From an optimization exercise on the open Yosys and OpenROAD flow, aimed at small area, a short achievable clock period and few clock cycles; shortcuts taken in it are not production practice. The RTL was checked by simulation tests, not by an equivalence proof against the original design. No activity file was given, so power comes from the tool's default toggle rates.

==> inputs of wip/pepper <==
==> flow/design.v <==
`default_nettype none
package imem_loader_pkg;
  localparam logic [15:0] HALT_INSTR = 16'hF000;
  typedef enum logic [2:0] {
    IDLE = 3'd0,
    HI   = 3'd1,
    LO   = 3'd2,
    CHK  = 3'd4,
    DONE = 3'd5
  } state_t;
endpackage
`default_nettype wire
`default_nettype none
module imem_ram #(
  parameter int DEPTH = 256,
  parameter int AW    = 8
) (
  input  logic          clk,
  input  logic          reset,
  input  logic          i_we,       
  input  logic [AW-1:0] i_waddr,
  input  logic [15:0]   i_wdata,
  input  logic [AW-1:0] i_raddr,
  input  logic          i_hold,     
  output logic [15:0]   o_rdata,
  output logic [3:0]    o_free
);
  localparam int NR = DEPTH / 8;    
  logic [2:0]            r_ph;
  logic [7:0][NR*16-1:0] r_q;
  logic [3:0]            r_ev;
  logic [3:0][5:0]       r_ea;      
  logic [3:0][15:0]      r_ed;
  logic [3:0][2:0]       r_age;     
  logic [3:0]            w_go;      
  logic [NR-1:0]         w_ins;
  always_ff @(posedge clk) begin
    r_ph <= r_ph + 3'd1;
  end
  for (genvar e = 0; e < 4; e++) begin : g_ent
    logic w_take;
    assign w_take  = i_we & (i_waddr[1:0] == 2'(e));
    assign w_go[e] = r_ev[e] & (r_ea[e][2:0] == 3'(r_ph + 3'd1));
    assign o_free[e] = (r_age[e] >= 3'd6);
    always_ff @(posedge clk) begin
      if (w_take) begin
        r_ev[e]  <= 1'b1;
        r_ea[e]  <= i_waddr[AW-1:2];
        r_ed[e]  <= i_wdata;
      end else if (w_go[e]) begin
        r_ev[e]  <= 1'b0;
      end
    end
    always_ff @(posedge clk or posedge reset) begin
      if (reset)                 r_age[e] <= 3'd2;
      else if (w_take)           r_age[e] <= 3'd0;
      else if (r_age[e] != 3'd7) r_age[e] <= r_age[e] + 3'd1;
    end
  end
  for (genvar j = 0; j < NR; j++) begin : g_ring
    assign w_ins[j] = w_go[j % 4] & (r_ea[j % 4][5:3] == 3'(j / 4));
    always_ff @(posedge clk) begin
      r_q[0][j*16 +: 16] <= w_ins[j] ? r_ed[j % 4] : r_q[7][j*16 +: 16];
      for (int q = 1; q < 8; q++) r_q[q][j*16 +: 16] <= r_q[q-1][j*16 +: 16];
    end
  end
  logic [NR-1:0] w_rsel;
  logic [7:0]    w_psel;
  logic [3:0]    w_esel;
  logic [3:0]    w_ehit;
  logic          w_hit;
  logic [15:0]   w_bval;
  always_comb begin
    for (int j = 0; j < NR; j++)
      w_rsel[j] = ({i_raddr[AW-1:5], i_raddr[1:0]} == 5'(j));
    for (int q = 0; q < 8; q++)
      w_psel[q] = (i_raddr[4:2] == 3'(r_ph - 3'(q)));
    for (int e = 0; e < 4; e++) begin
      w_esel[e] = (i_raddr[1:0] == 2'(e));
      w_ehit[e] = w_esel[e] & r_ev[e] & (r_ea[e] == i_raddr[AW-1:2]);
    end
    w_hit  = |w_ehit;
    w_bval = '0;
    for (int e = 0; e < 4; e++) w_bval = w_bval | ({16{w_esel[e]}} & r_ed[e]);
    w_bval = i_hold ? imem_loader_pkg::HALT_INSTR : w_bval;
  end
  for (genvar b = 0; b < 16; b++) begin : g_rbit
    logic [31:0]     w_l2;      
    logic [3:0]      w_l4;
    for (genvar q = 0; q < 8; q++) begin : g_place
      for (genvar m = 0; m < 4; m++) begin : g_l2
        logic [7:0] w_d;
        for (genvar k = 0; k < 8; k++) begin : g_k
          assign w_d[k] = r_q[q][(8*m+k)*16 + b];
        end
        imem_ao8 u_l2 (.i_sel(w_rsel[8*m +: 8]), .i_d(w_d), .o_y(w_l2[4*q+m]));
      end
    end
    for (genvar m = 0; m < 4; m++) begin : g_l4
      imem_ao8 u_l4 (
        .i_sel ({{4{w_psel[2*m+1]}}, {4{w_psel[2*m]}}}),
        .i_d   (w_l2[8*m +: 8]),
        .o_y   (w_l4[m]));
    end
    imem_rd_out u_out (.i_l4(w_l4), .i_s(w_hit | i_hold), .i_b(w_bval[b]), .o_y(o_rdata[b]));
  end
endmodule
`default_nettype wire
`default_nettype none
module imem_ao8 (
  input  logic [7:0] i_sel,
  input  logic [7:0] i_d,
  output logic       o_y
);
  assign o_y = |(i_sel & i_d);
endmodule
`default_nettype wire
`default_nettype none
module imem_rd_out (
  input  logic [3:0] i_l4,
  input  logic       i_s,
  input  logic       i_b,
  output logic       o_y
);
  assign o_y = i_s ? i_b : |i_l4;
endmodule
`default_nettype wire
`default_nettype none
module imem_loader #(
  parameter int DEPTH = 256,
  parameter int AW    = 8
) (
  input  logic          clk,
  input  logic          reset,
  input  logic          load_start,
  input  logic [AW-1:0] load_len,
  input  logic [7:0]    in_data,
  input  logic          in_valid,
  output logic          in_ready,
  input  logic [AW-1:0] pc,
  output logic [15:0]   ir,
  output logic          cpu_hold,
  output logic          done,
  output logic [AW-1:0] wr_addr,
  output logic          err
);
  imem_loader_pkg::state_t r_state;
  logic [AW-1:0] r_wr_addr;
  logic [AW-1:0] r_len;
  logic [7:0]    r_hi;
  logic          r_in_ready;
  logic          r_cpu_hold;
  logic          r_done;
  logic [7:0]    r_sum;
  logic          r_err;
  logic          w_accept;
  logic          w_lo;
  logic [AW-1:0] w_addr_inc;
  logic [15:0]   w_rdata;
  logic [3:0]    w_free;
  assign w_accept   = in_valid & r_in_ready;
  assign w_lo       = w_accept & (r_state == imem_loader_pkg::LO);
  assign w_addr_inc = r_wr_addr + 1'b1;
  always_ff @(posedge clk or posedge reset) begin
    if (reset) begin
      r_state    <= imem_loader_pkg::IDLE;
      r_wr_addr  <= '0;
      r_len      <= '0;
      r_in_ready <= 1'b0;
      r_cpu_hold <= 1'b0;
      r_done     <= 1'b0;
      r_sum      <= '0;
      r_err      <= 1'b0;
    end else begin
      r_done <= 1'b0;
      case (r_state)
        imem_loader_pkg::IDLE: begin
          if (load_start) begin
            r_cpu_hold <= 1'b1;
            r_wr_addr  <= '0;
            r_len      <= load_len;
            r_in_ready <= 1'b1;
            r_sum      <= '0;
            r_err      <= 1'b0;
            if (load_len != '0) r_state <= imem_loader_pkg::HI;
            else                r_state <= imem_loader_pkg::CHK;
          end
        end
        imem_loader_pkg::HI: begin
          if (w_accept) begin
            r_sum      <= r_sum + in_data;
            r_state    <= imem_loader_pkg::LO;
            r_in_ready <= w_free[r_wr_addr[1:0]];
          end
        end
        imem_loader_pkg::LO: begin
          if (w_accept) begin
            r_sum     <= r_sum + in_data;
            r_wr_addr <= w_addr_inc;
            r_in_ready <= 1'b1;
            if (w_addr_inc == r_len) r_state <= imem_loader_pkg::CHK;
            else                     r_state <= imem_loader_pkg::HI;
          end else begin
            r_in_ready <= w_free[r_wr_addr[1:0]];
          end
        end
        imem_loader_pkg::CHK: begin
          if (w_accept) begin
            r_err      <= ((r_sum + in_data) != 8'd0);
            r_state    <= imem_loader_pkg::DONE;
            r_in_ready <= 1'b0;
            r_done     <= 1'b1;
          end
        end
        imem_loader_pkg::DONE: begin
          r_state    <= imem_loader_pkg::IDLE;
          r_cpu_hold <= 1'b0;
        end
        default: begin
          r_state    <= imem_loader_pkg::IDLE;
          r_in_ready <= 1'b0;
          r_cpu_hold <= 1'b0;
        end
      endcase
    end
  end
  always_ff @(posedge clk) begin
    if (w_accept && r_state == imem_loader_pkg::HI) r_hi <= in_data;
  end
  imem_ram #(
    .DEPTH (DEPTH),
    .AW    (AW)
  ) u_ram (
    .clk     (clk),
    .reset   (reset),
    .i_we    (w_lo),
    .i_waddr (r_wr_addr),
    .i_wdata ({r_hi, in_data}),
    .i_raddr (pc),
    .i_hold  (r_cpu_hold),
    .o_rdata (w_rdata),
    .o_free  (w_free)
  );
  assign ir       = w_rdata;
  assign in_ready = r_in_ready;
  assign cpu_hold = r_cpu_hold;
  assign done     = r_done;
  assign wr_addr  = r_wr_addr;
  assign err      = r_err;
endmodule
`default_nettype wire
==> flow/run.sh <==
#!/bin/bash
# synth_recipe.tcl (not shown) runs the flow's synth.tcl, then flattens the netlist and writes it again
# the make line also repeats each setting of config.mk as NAME=value (left out here)
make -C /OpenROAD-flow-scripts/flow DESIGN_CONFIG=/design/flow/config.mk WORK_HOME=/design/flow/orfs CLKGATE_MAP_FILE= SYNTH_SCRIPT=/design/flow/synth_recipe.tcl finish
==> flow/config.mk <==
export PLATFORM = sky130hd
export DESIGN_NAME = imem_loader
export DESIGN_NICKNAME = imem_loader
export VERILOG_FILES = /design/flow/design.v
export SDC_FILE = /design/flow/constraint.sdc
export NUM_CORES = 4
export LEC_CHECK = 0
export CAP_MARGIN = 20
export CORE_MARGIN = 2
export CORE_UTILIZATION = 55
export CTS_CLUSTER_DIAMETER = 80
export CTS_CLUSTER_SIZE = 22
export SETUP_SLACK_MARGIN = 4
export SLEW_MARGIN = 20
export SYNTH_HIERARCHICAL = 1
export SYNTH_MEMORY_MAX_BITS = 8192
export SYNTH_MINIMUM_KEEP_SIZE = 0
==> flow/constraint.sdc <==
create_clock -name core_clock -period 10.0 [get_ports {clk}]
set_input_delay 2.0000 -clock core_clock [delete_from_list [all_inputs] [get_ports {clk}]]
set_output_delay 2.0000 -clock core_clock [all_outputs]
set_load 0.01 [all_outputs]
==> inputs of wip/juniper, as changes to wip/pepper <==
==> flow/design.v (replaced) <==
`default_nettype none
package imem_loader_pkg;
  localparam logic [15:0] HALT_INSTR = 16'hF000;
  typedef enum logic [2:0] {
    IDLE = 3'd0,
    HI   = 3'd1,
    LO   = 3'd2,
    WR   = 3'd3,
    CHK  = 3'd4,
    DONE = 3'd5
  } state_t;
endpackage
`default_nettype wire
`default_nettype none
module imem_ram #(
  parameter int DEPTH = 256,
  parameter int AW    = 8
) (
  input  logic          clk,
  input  logic          i_we,
  input  logic [AW-1:0] i_waddr,
  input  logic [15:0]   i_wdata,
  input  logic [AW-1:0] i_raddr,
  output logic [15:0]   o_rdata
);
  logic [15:0] r_mem [DEPTH];
  always_ff @(posedge clk) begin
    if (i_we) begin
      r_mem[i_waddr] <= i_wdata;
    end
  end
  assign o_rdata = r_mem[i_raddr];
endmodule
`default_nettype wire
`default_nettype none
module imem_loader #(
  parameter int DEPTH = 256,
  parameter int AW    = 8
) (
  input  logic          clk,
  input  logic          reset,
  input  logic          load_start,
  input  logic [AW-1:0] load_len,
  input  logic [7:0]    in_data,
  input  logic          in_valid,
  output logic          in_ready,
  input  logic [AW-1:0] pc,
  output logic [15:0]   ir,
  output logic          cpu_hold,
  output logic          done,
  output logic [AW-1:0] wr_addr,
  output logic          err
);
  imem_loader_pkg::state_t r_state;
  logic [AW-1:0] r_wr_addr;
  logic [AW-1:0] r_len;
  logic [7:0]    r_hi;
  logic [7:0]    r_lo;
  logic          r_in_ready;
  logic          r_cpu_hold;
  logic          r_done;
  logic [7:0]    r_sum;
  logic          r_err;
  logic          w_accept;
  logic          w_we;
  logic [AW-1:0] w_addr_inc;
  logic [15:0]   w_rdata;
  assign w_accept   = in_valid & r_in_ready;
  assign w_we       = (r_state == imem_loader_pkg::WR);
  assign w_addr_inc = r_wr_addr + 1'b1;
  always_ff @(posedge clk or posedge reset) begin
    if (reset) begin
      r_state    <= imem_loader_pkg::IDLE;
      r_wr_addr  <= '0;
      r_len      <= '0;
      r_hi       <= '0;
      r_lo       <= '0;
      r_in_ready <= 1'b0;
      r_cpu_hold <= 1'b0;
      r_done     <= 1'b0;
      r_sum      <= '0;
      r_err      <= 1'b0;
    end else begin
      r_done <= 1'b0;
      case (r_state)
        imem_loader_pkg::IDLE: begin
          if (load_start) begin
            r_cpu_hold <= 1'b1;
            r_wr_addr  <= '0;
            r_sum      <= '0;
            r_err      <= 1'b0;
            if (load_len != '0) begin
              r_len      <= load_len;
              r_state    <= imem_loader_pkg::HI;
              r_in_ready <= 1'b1;
            end else begin
              r_state    <= imem_loader_pkg::CHK;
              r_in_ready <= 1'b1;
            end
          end
        end
        imem_loader_pkg::HI: begin
          if (w_accept) begin
            r_hi    <= in_data;
            r_sum   <= r_sum + in_data;
            r_state <= imem_loader_pkg::LO;
          end
        end
        imem_loader_pkg::LO: begin
          if (w_accept) begin
            r_lo       <= in_data;
            r_sum      <= r_sum + in_data;
            r_state    <= imem_loader_pkg::WR;
            r_in_ready <= 1'b0;
          end
        end
        imem_loader_pkg::WR: begin
          r_wr_addr <= w_addr_inc;
          if (w_addr_inc == r_len) begin
            r_state    <= imem_loader_pkg::CHK;
            r_in_ready <= 1'b1;
          end else begin
            r_state    <= imem_loader_pkg::HI;
            r_in_ready <= 1'b1;
          end
        end
        imem_loader_pkg::CHK: begin
          if (w_accept) begin
            r_err      <= ((r_sum + in_data) != 8'd0);
            r_state    <= imem_loader_pkg::DONE;
            r_in_ready <= 1'b0;
            r_done     <= 1'b1;
          end
        end
        imem_loader_pkg::DONE: begin
          r_state    <= imem_loader_pkg::IDLE;
          r_cpu_hold <= 1'b0;
        end
        default: begin
          r_state    <= imem_loader_pkg::IDLE;
          r_in_ready <= 1'b0;
          r_cpu_hold <= 1'b0;
        end
      endcase
    end
  end
  imem_ram #(
    .DEPTH (DEPTH),
    .AW    (AW)
  ) u_ram (
    .clk     (clk),
    .i_we    (w_we),
    .i_waddr (r_wr_addr),
    .i_wdata ({r_hi, r_lo}),
    .i_raddr (pc),
    .o_rdata (w_rdata)
  );
  assign ir       = (r_state == imem_loader_pkg::IDLE) ? w_rdata : imem_loader_pkg::HALT_INSTR;
  assign in_ready = r_in_ready;
  assign cpu_hold = r_cpu_hold;
  assign done     = r_done;
  assign wr_addr  = r_wr_addr;
  assign err      = r_err;
endmodule
`default_nettype wire
Settings changed: CORE_UTILIZATION 55 to 40, CTS_CLUSTER_DIAMETER 80 to not set, CTS_CLUSTER_SIZE 22 to not set, SETUP_SLACK_MARGIN 4 to not set, SYNTH_HIERARCHICAL 1 to not set, SYNTH_MINIMUM_KEEP_SIZE 0 to not set.
==> inputs of wip/indigo, as changes to wip/pepper <==
--- a/flow/design.v
+++ b/flow/design.v
@@ -72,2 +72,4 @@
   logic [15:0]   w_bval;
+  logic          w_selr;    
+  logic [15:0]   w_selb;    
   always_comb begin
@@ -85,2 +87,4 @@
     w_bval = i_hold ? imem_loader_pkg::HALT_INSTR : w_bval;
+    w_selr = ~(w_hit | i_hold);
+    w_selb = {16{w_hit | i_hold}} & w_bval;
   end
@@ -104,3 +108,6 @@
     end
-    imem_rd_out u_out (.i_l4(w_l4), .i_s(w_hit | i_hold), .i_b(w_bval[b]), .o_y(o_rdata[b]));
+    logic [1:0] w_l5n;
+    imem_nor2   u_l5a (.i_a(w_l4[0]), .i_b(w_l4[1]), .o_y(w_l5n[0]));
+    imem_nor2   u_l5b (.i_a(w_l4[2]), .i_b(w_l4[3]), .o_y(w_l5n[1]));
+    imem_rd_out u_out (.i_l5n(w_l5n), .i_sn(w_selr), .i_sb(w_selb[b]), .o_y(o_rdata[b]));
   end
@@ -118,9 +125,18 @@
 `default_nettype none
+module imem_nor2 (
+  input  logic i_a,
+  input  logic i_b,
+  output logic o_y
+);
+  assign o_y = ~(i_a | i_b);
+endmodule
+`default_nettype wire
+`default_nettype none
 module imem_rd_out (
-  input  logic [3:0] i_l4,
-  input  logic       i_s,
-  input  logic       i_b,
+  input  logic [1:0] i_l5n,
+  input  logic       i_sn,
+  input  logic       i_sb,
   output logic       o_y
 );
-  assign o_y = i_s ? i_b : |i_l4;
+  assign o_y = (i_sn & ~(i_l5n[0] & i_l5n[1])) | i_sb;
 endmodule
Settings changed: CORE_UTILIZATION 55 to 63, PLACE_DENSITY set to 0.7.
==> comparison table <==
item	wip/juniper	wip/pepper	wip/indigo
Outcome	timing/DRC/antenna clean	timing/DRC/antenna clean	timing/DRC/antenna clean
Clock buffer count from CTS	412	211	212
Multi-input combinational gate total	2568	3893	3903
Die outline area	402000 µm²	216000 µm²	189000 µm²
Part of the cycle the worst path needs	88.6%	66.8%	65.6%
Fraction of area in non-clock buffers	2.29%	5.23%	5.25%
Detailed Route WL	432 mm	397 mm	398 mm
Worst flop-to-flop path endpoint	u_ram.r_mem[123][5]	u_ram.r_q[110]	u_ram.r_q[492]
Placed wire-length estimate after detailed placement	265 mm	235 mm	210 mm
Post-synthesis mux area share	15.1%	5.30%	5.33%
Critical path arrival	6.86 ns	4.68 ns	4.56 ns
Count of antenna diodes in the layout	9	12	13
Cell depth of the worst min-delay path	1	0	0
Total Routing Usage GR	21.2%	35.0%	40.8%
Tapcells	5242	2821	2464
Leakage power figure	56.3 nW	49.7 nW	49.5 nW
Clock group	15.1 mW	9.14 mW	9.15 mW
Testbench counts of wip/pepper, summed over its fixed seeds: cycles 13,203.
Testbench counts of wip/juniper, summed over its fixed seeds: cycles 19,662.
Testbench counts of wip/indigo, summed over its fixed seeds: cycles 13,203.

==> what the ideal ports hide <==
How much do the figures lean on ideal ports? The routed layouts below were timed once more, with nothing changed but the port constraints. Step 1 (the two cells are an assumption about what drives the block):
set clk [get_ports {clk}]
set_driving_cell -lib_cell sky130_fd_sc_hd__clkbuf_16 $clk
set_driving_cell -lib_cell sky130_fd_sc_hd__buf_2 [delete_from_list [all_inputs] $clk]
Step 2 times the ports against the registers' clock, not the clock port: input delays grow and output delays shrink by t, the midpoint of the rising clock arrivals with the driver on. Slacks: no drivers / after step 1 / after step 2; pairs: no drivers / after step 1.
run	t (ns)	slack for setup (ns)	worst setup path after step 2	worst data-port slew with drivers (ns)
wip/pepper	0.994	3.320 / 3.043 / 3.043	input to output	0.32
wip/juniper	1.050	1.142 / 1.000 / 1.000	input to output	0.22
wip/indigo	0.974	3.445 / 3.186 / 3.186	input to output	0.30
After both steps setup and hold are still met in every run listed. The setup slack of wip/pepper, which loses most, moves by -0.277 ns with the drivers and by -0.277 ns with both steps.
